Source: an optimization exercise on an open RTL-to-GDS flow (aim: small area and a short achievable clock period). Production flows keep margins and buffers that such runs may drop.
Where RTL was checked, it was by simulation tests only, not by an equivalence proof against the original.
The clock port is modelled as an ideal driver, which makes a skipped or thinned clock tree look cheaper than it is; a real chip needs a root buffer or a tree.
Power is estimated from default activity; no workload was simulated.

## sierra
==> module sobelKernel, before the edit <==
module sobelKernel (
    input  logic            iCLK,
    input  logic            iRST,
    input  logic            iValid,
    input  logic            iWindowFull,
    input  logic            iVerticalP,
    input  logic            iVerticalM,
    input  videoPkg::pixelT iP0,
    input  videoPkg::pixelT iP1,
    input  videoPkg::pixelT iP2,
    input  videoPkg::pixelT iP16,
    input  videoPkg::pixelT iN18,
    input  videoPkg::pixelT iN32,
    input  videoPkg::pixelT iN33,
    input  videoPkg::pixelT iN34,
    output videoPkg::pixelT oEdge,
    output logic            oValid
);
    localparam int PW = 12;
    localparam int GW = 12 + 3;
    videoPkg::pixelT cPlus, nMinus;
    videoPkg::pixelT tPos, tNeg;
    logic [GW-1:0] op [6];
    logic [GW-1:0] s1a, c1a, s1b, c1b, s2, c2, s3, c3;
    logic [GW-1:0] sumW, carW;
    logic signed [GW-1:0] g;
    logic                 v1, v2;
    logic                 f1, f2;
    logic signed [GW-1:0] mag;
    videoPkg::pixelT      satVal;
    always_ff @(posedge iCLK or negedge iRST) begin
        if (!iRST) begin
            v1 <= 1'b0;
            v2 <= 1'b0;
        end else begin
            v1 <= iValid;
            v2 <= v1;
        end
    end
    always_ff @(posedge iCLK) begin
        oValid <= v2;
    end
    assign cPlus  = iVerticalP ? iP16 : iP1;
    assign nMinus = iVerticalM ? iN18 : iN33;
    assign tPos = iN32 ^ {PW{iVerticalP}};
    assign tNeg = iP2 ^ {PW{iVerticalM}};
    assign op[0] = {1'b1, 2'b00, iP0};
    assign op[1] = GW'(iN34);
    assign op[2] = GW'(tPos);
    assign op[3] = GW'(tNeg);
    assign op[4] = GW'({cPlus, 1'b0});
    assign op[5] = GW'({nMinus, 1'b0});
    assign s1a = op[0] ^ op[1] ^ op[2];
    assign c1a = ((op[0] & op[1]) | (op[0] & op[2]) | (op[1] & op[2])) << 1 | GW'(1);
    assign s1b = op[3] ^ op[4] ^ op[5];
    assign c1b = ((op[3] & op[4]) | (op[3] & op[5]) | (op[4] & op[5])) << 1 | GW'(1);
    assign s2  = s1a ^ c1a ^ s1b;
    assign c2  = ((s1a & c1a) | (s1a & s1b) | (c1a & s1b)) << 1 | GW'(1);
    assign s3  = s2 ^ c2 ^ c1b;
    assign c3  = ((s2 & c2) | (s2 & c1b) | (c2 & c1b)) << 1 | GW'(1);
    assign mag    = g[GW-1] ? -g : g;
    assign satVal = (mag > GW'(4095)) ? '1 : videoPkg::pixelT'(mag);
    always_ff @(posedge iCLK) begin
        sumW  <= s3;
        carW  <= c3;
        f1    <= iWindowFull;
        g     <= sumW + carW;
        f2    <= f1;
        oEdge <= f2 ? satVal : '0;
    end
endmodule
export LEC_CHECK = 0
export ABC_AREA = 1
export CAP_MARGIN = 20
export CORE_MARGIN = 2
export CORE_UTILIZATION = 60
export SLEW_MARGIN = 20
create_clock -name core_clock -period 9.0 [get_ports {iCLK}]
standard.sh (not shown) runs the stock make flow with config.mk's settings and CLKGATE_MAP_FILE= SYNTH_SCRIPT=/design/flow/synth_recipe.tcl, a recipe that flattens the netlist after the stock synthesis.
==> flow/flow/run.sh <==
#!/bin/bash
# standard layout up to CTS; the clock tree is then rebuilt as two levels of
# inverters and the input port buffers made buf_1 (flow/clock_tree.tcl);
# then the standard layout runs on to the end.
set -e
export BUFFER_PORTS_ARGS="-buffer_cell sky130_fd_sc_hd__buf_2"
export SETUP_SLACK_MARGIN=6.65
export CTS_ARGS="-sink_clustering_enable -repair_clock_nets -sink_clustering_size 32 -sink_clustering_max_diameter 120 -dont_use_dummy_load"
bash standard.sh cts > standard_cts.log 2>&1
RES=$PWD/orfs/results/$FLOW_PLATFORM/edgeDetector/base
CTS_ODB=$RES/4_1_cts.odb CLOCK_PORT=iCLK CLOCK_ROOTS=4 \
  CLOCK_ROOT_CELL=sky130_fd_sc_hd__inv_16 CLOCK_LEAF_CELL=sky130_fd_sc_hd__inv_12 \
  INPUT_BUFFER_CELL=sky130_fd_sc_hd__buf_1 \
  openroad -no_init -exit flow/clock_tree.tcl > clock_tree.log 2>&1
rm -f $RES/4_cts.odb
bash standard.sh > standard.log 2>&1
Other scripts of this flow, unchanged in this note and not shown: flow/flow/clock_tree.tcl
#### Input delta (nickel over sierra)
==> flow/design.v, changed modules only <==
module sobelKernel (
    input  logic            iCLK,
    input  logic            iRST,
    input  logic            iValid,
    input  logic            iWindowFull,
    input  logic            iVerticalP,
    input  logic            iVerticalM,
    input  videoPkg::pixelT iP0,
    input  videoPkg::pixelT iP1,
    input  videoPkg::pixelT iP2,
    input  videoPkg::pixelT iP16,
    input  videoPkg::pixelT iN18,
    input  videoPkg::pixelT iN32,
    input  videoPkg::pixelT iN33,
    input  videoPkg::pixelT iN34,
    output videoPkg::pixelT oEdge,
    output logic            oValid
);
    localparam int PW = 12;
    localparam int GW = 12 + 3;
    videoPkg::pixelT cPlus, nMinus;
    videoPkg::pixelT tPos, tNeg;
    logic [GW-1:0] op [6];
    logic [GW-1:0] s1a, c1a, s1b, c1b, s2, c2, s3, c3;
    logic [GW-1:0] w0, w1, w2;
    logic signed [GW-1:0] g;
    logic                 v1, v2;
    logic                 f1, f2;
    logic signed [GW-1:0] mag;
    videoPkg::pixelT      satVal;
    always_ff @(posedge iCLK or negedge iRST) begin
        if (!iRST) begin
            v1 <= 1'b0;
            v2 <= 1'b0;
        end else begin
            v1 <= iValid;
            v2 <= v1;
        end
    end
    always_ff @(posedge iCLK) begin
        oValid <= v2;
    end
    assign cPlus  = iVerticalP ? iP16 : iP1;
    assign nMinus = iVerticalM ? iN18 : iN33;
    assign tPos = iN32 ^ {PW{iVerticalP}};
    assign tNeg = iP2 ^ {PW{iVerticalM}};
    assign op[0] = {1'b1, 2'b00, iP0};
    assign op[1] = GW'(iN34);
    assign op[2] = GW'(tPos);
    assign op[3] = GW'(tNeg);
    assign op[4] = GW'({cPlus, 1'b0});
    assign op[5] = GW'({nMinus, 1'b0});
    assign s1a = op[0] ^ op[1] ^ op[2];
    assign c1a = ((op[0] & op[1]) | (op[0] & op[2]) | (op[1] & op[2])) << 1 | GW'(1);
    assign s1b = op[3] ^ op[4] ^ op[5];
    assign c1b = ((op[3] & op[4]) | (op[3] & op[5]) | (op[4] & op[5])) << 1 | GW'(1);
    assign s2  = s1a ^ c1a ^ s1b;
    assign c2  = ((s1a & c1a) | (s1a & s1b) | (c1a & s1b)) << 1 | GW'(1);
    assign s3  = w0 ^ w1 ^ w2;
    assign c3  = ((w0 & w1) | (w0 & w2) | (w1 & w2)) << 1 | GW'(1);
    assign mag    = g[GW-1] ? -g : g;
    assign satVal = (mag > GW'(4095)) ? '1 : videoPkg::pixelT'(mag);
    always_ff @(posedge iCLK) begin
        w0    <= s2;
        w1    <= c2;
        w2    <= c1b;
        f1    <= iWindowFull;
        g     <= s3 + c3;
        f2    <= f1;
        oEdge <= f2 ? satVal : '0;
    end
endmodule
Results
- Comparing sierra and nickel, number of global-route vias before repair is higher on sierra.
- nickel — number of fill cells in the layout about 0.4% higher, sierra as reference
- | net switching power | nickel vs sierra | 0.067 mW higher |
- [compare] base=sierra new=nickel: synthesis-to-layout area growth fell 3.1 points, footprint of the multi-input gates fell 12%, clock-pin slew reported for the worst setup and hold paths after clock tree synthesis about even.
- Setup slack: nickel more than sierra
- In nickel, the power drawn by the combinational cells came out about 10% above the value in sierra.
- Re post-layout minimum cycle time: sierra and nickel aren't equal, and the lower value belongs to nickel.
- nickel vs sierra, startpoint-to-endpoint class of the critical path: reg -> out vs reg -> reg
- nickel ends up with a first-pass GRT wire length that is 2.0 mm lower than in sierra.
- Diff nickel..sierra | mapped cell area | negligible
- nickel: final period utilization 2.5 points below sierra
- nickel vs sierra — routed wire length dropped by a few percent
For sierra, only the layout was checked, not whether the RTL still works. No run of this note takes its clock network from TritonCTS; it comes from the design's own scripts or RTL.

-- re-timing with driven ports --
No port has a modelled driver above. Below, the same layouts with a new extraction and two added sets of constraints.
Step 1, drivers: a clkbuf_16 drives iCLK and a buf_2 each remaining input, both assumed.
Step 2 adds t to the input delays and takes it off the output delays; t is the mean of the earliest and latest rising clock arrival at the registers after step 1. Input paths then give back, and output paths get back, about the clock's delay inside the block.
Three values: ideal ports, drivers, drivers and shift; two values: the first two.
run | shift t [ns] | slack for setup (ns) | hold slack, ns | latest minus earliest clock arrival (ns)
sierra | 0.357 | 6.366 / 6.358 / 6.358 | 0.341 / 0.341 / 0.341 | 0.068 / 0.071
nickel | 0.362 | 6.590 / 6.383 / 6.577 | 0.349 / 0.349 / 0.349 | 0.038 / 0.038
After both steps every run listed still meets setup and hold. The setup slack of nickel, which loses most, moves by -0.207 ns with the drivers and by -0.013 ns with both steps.
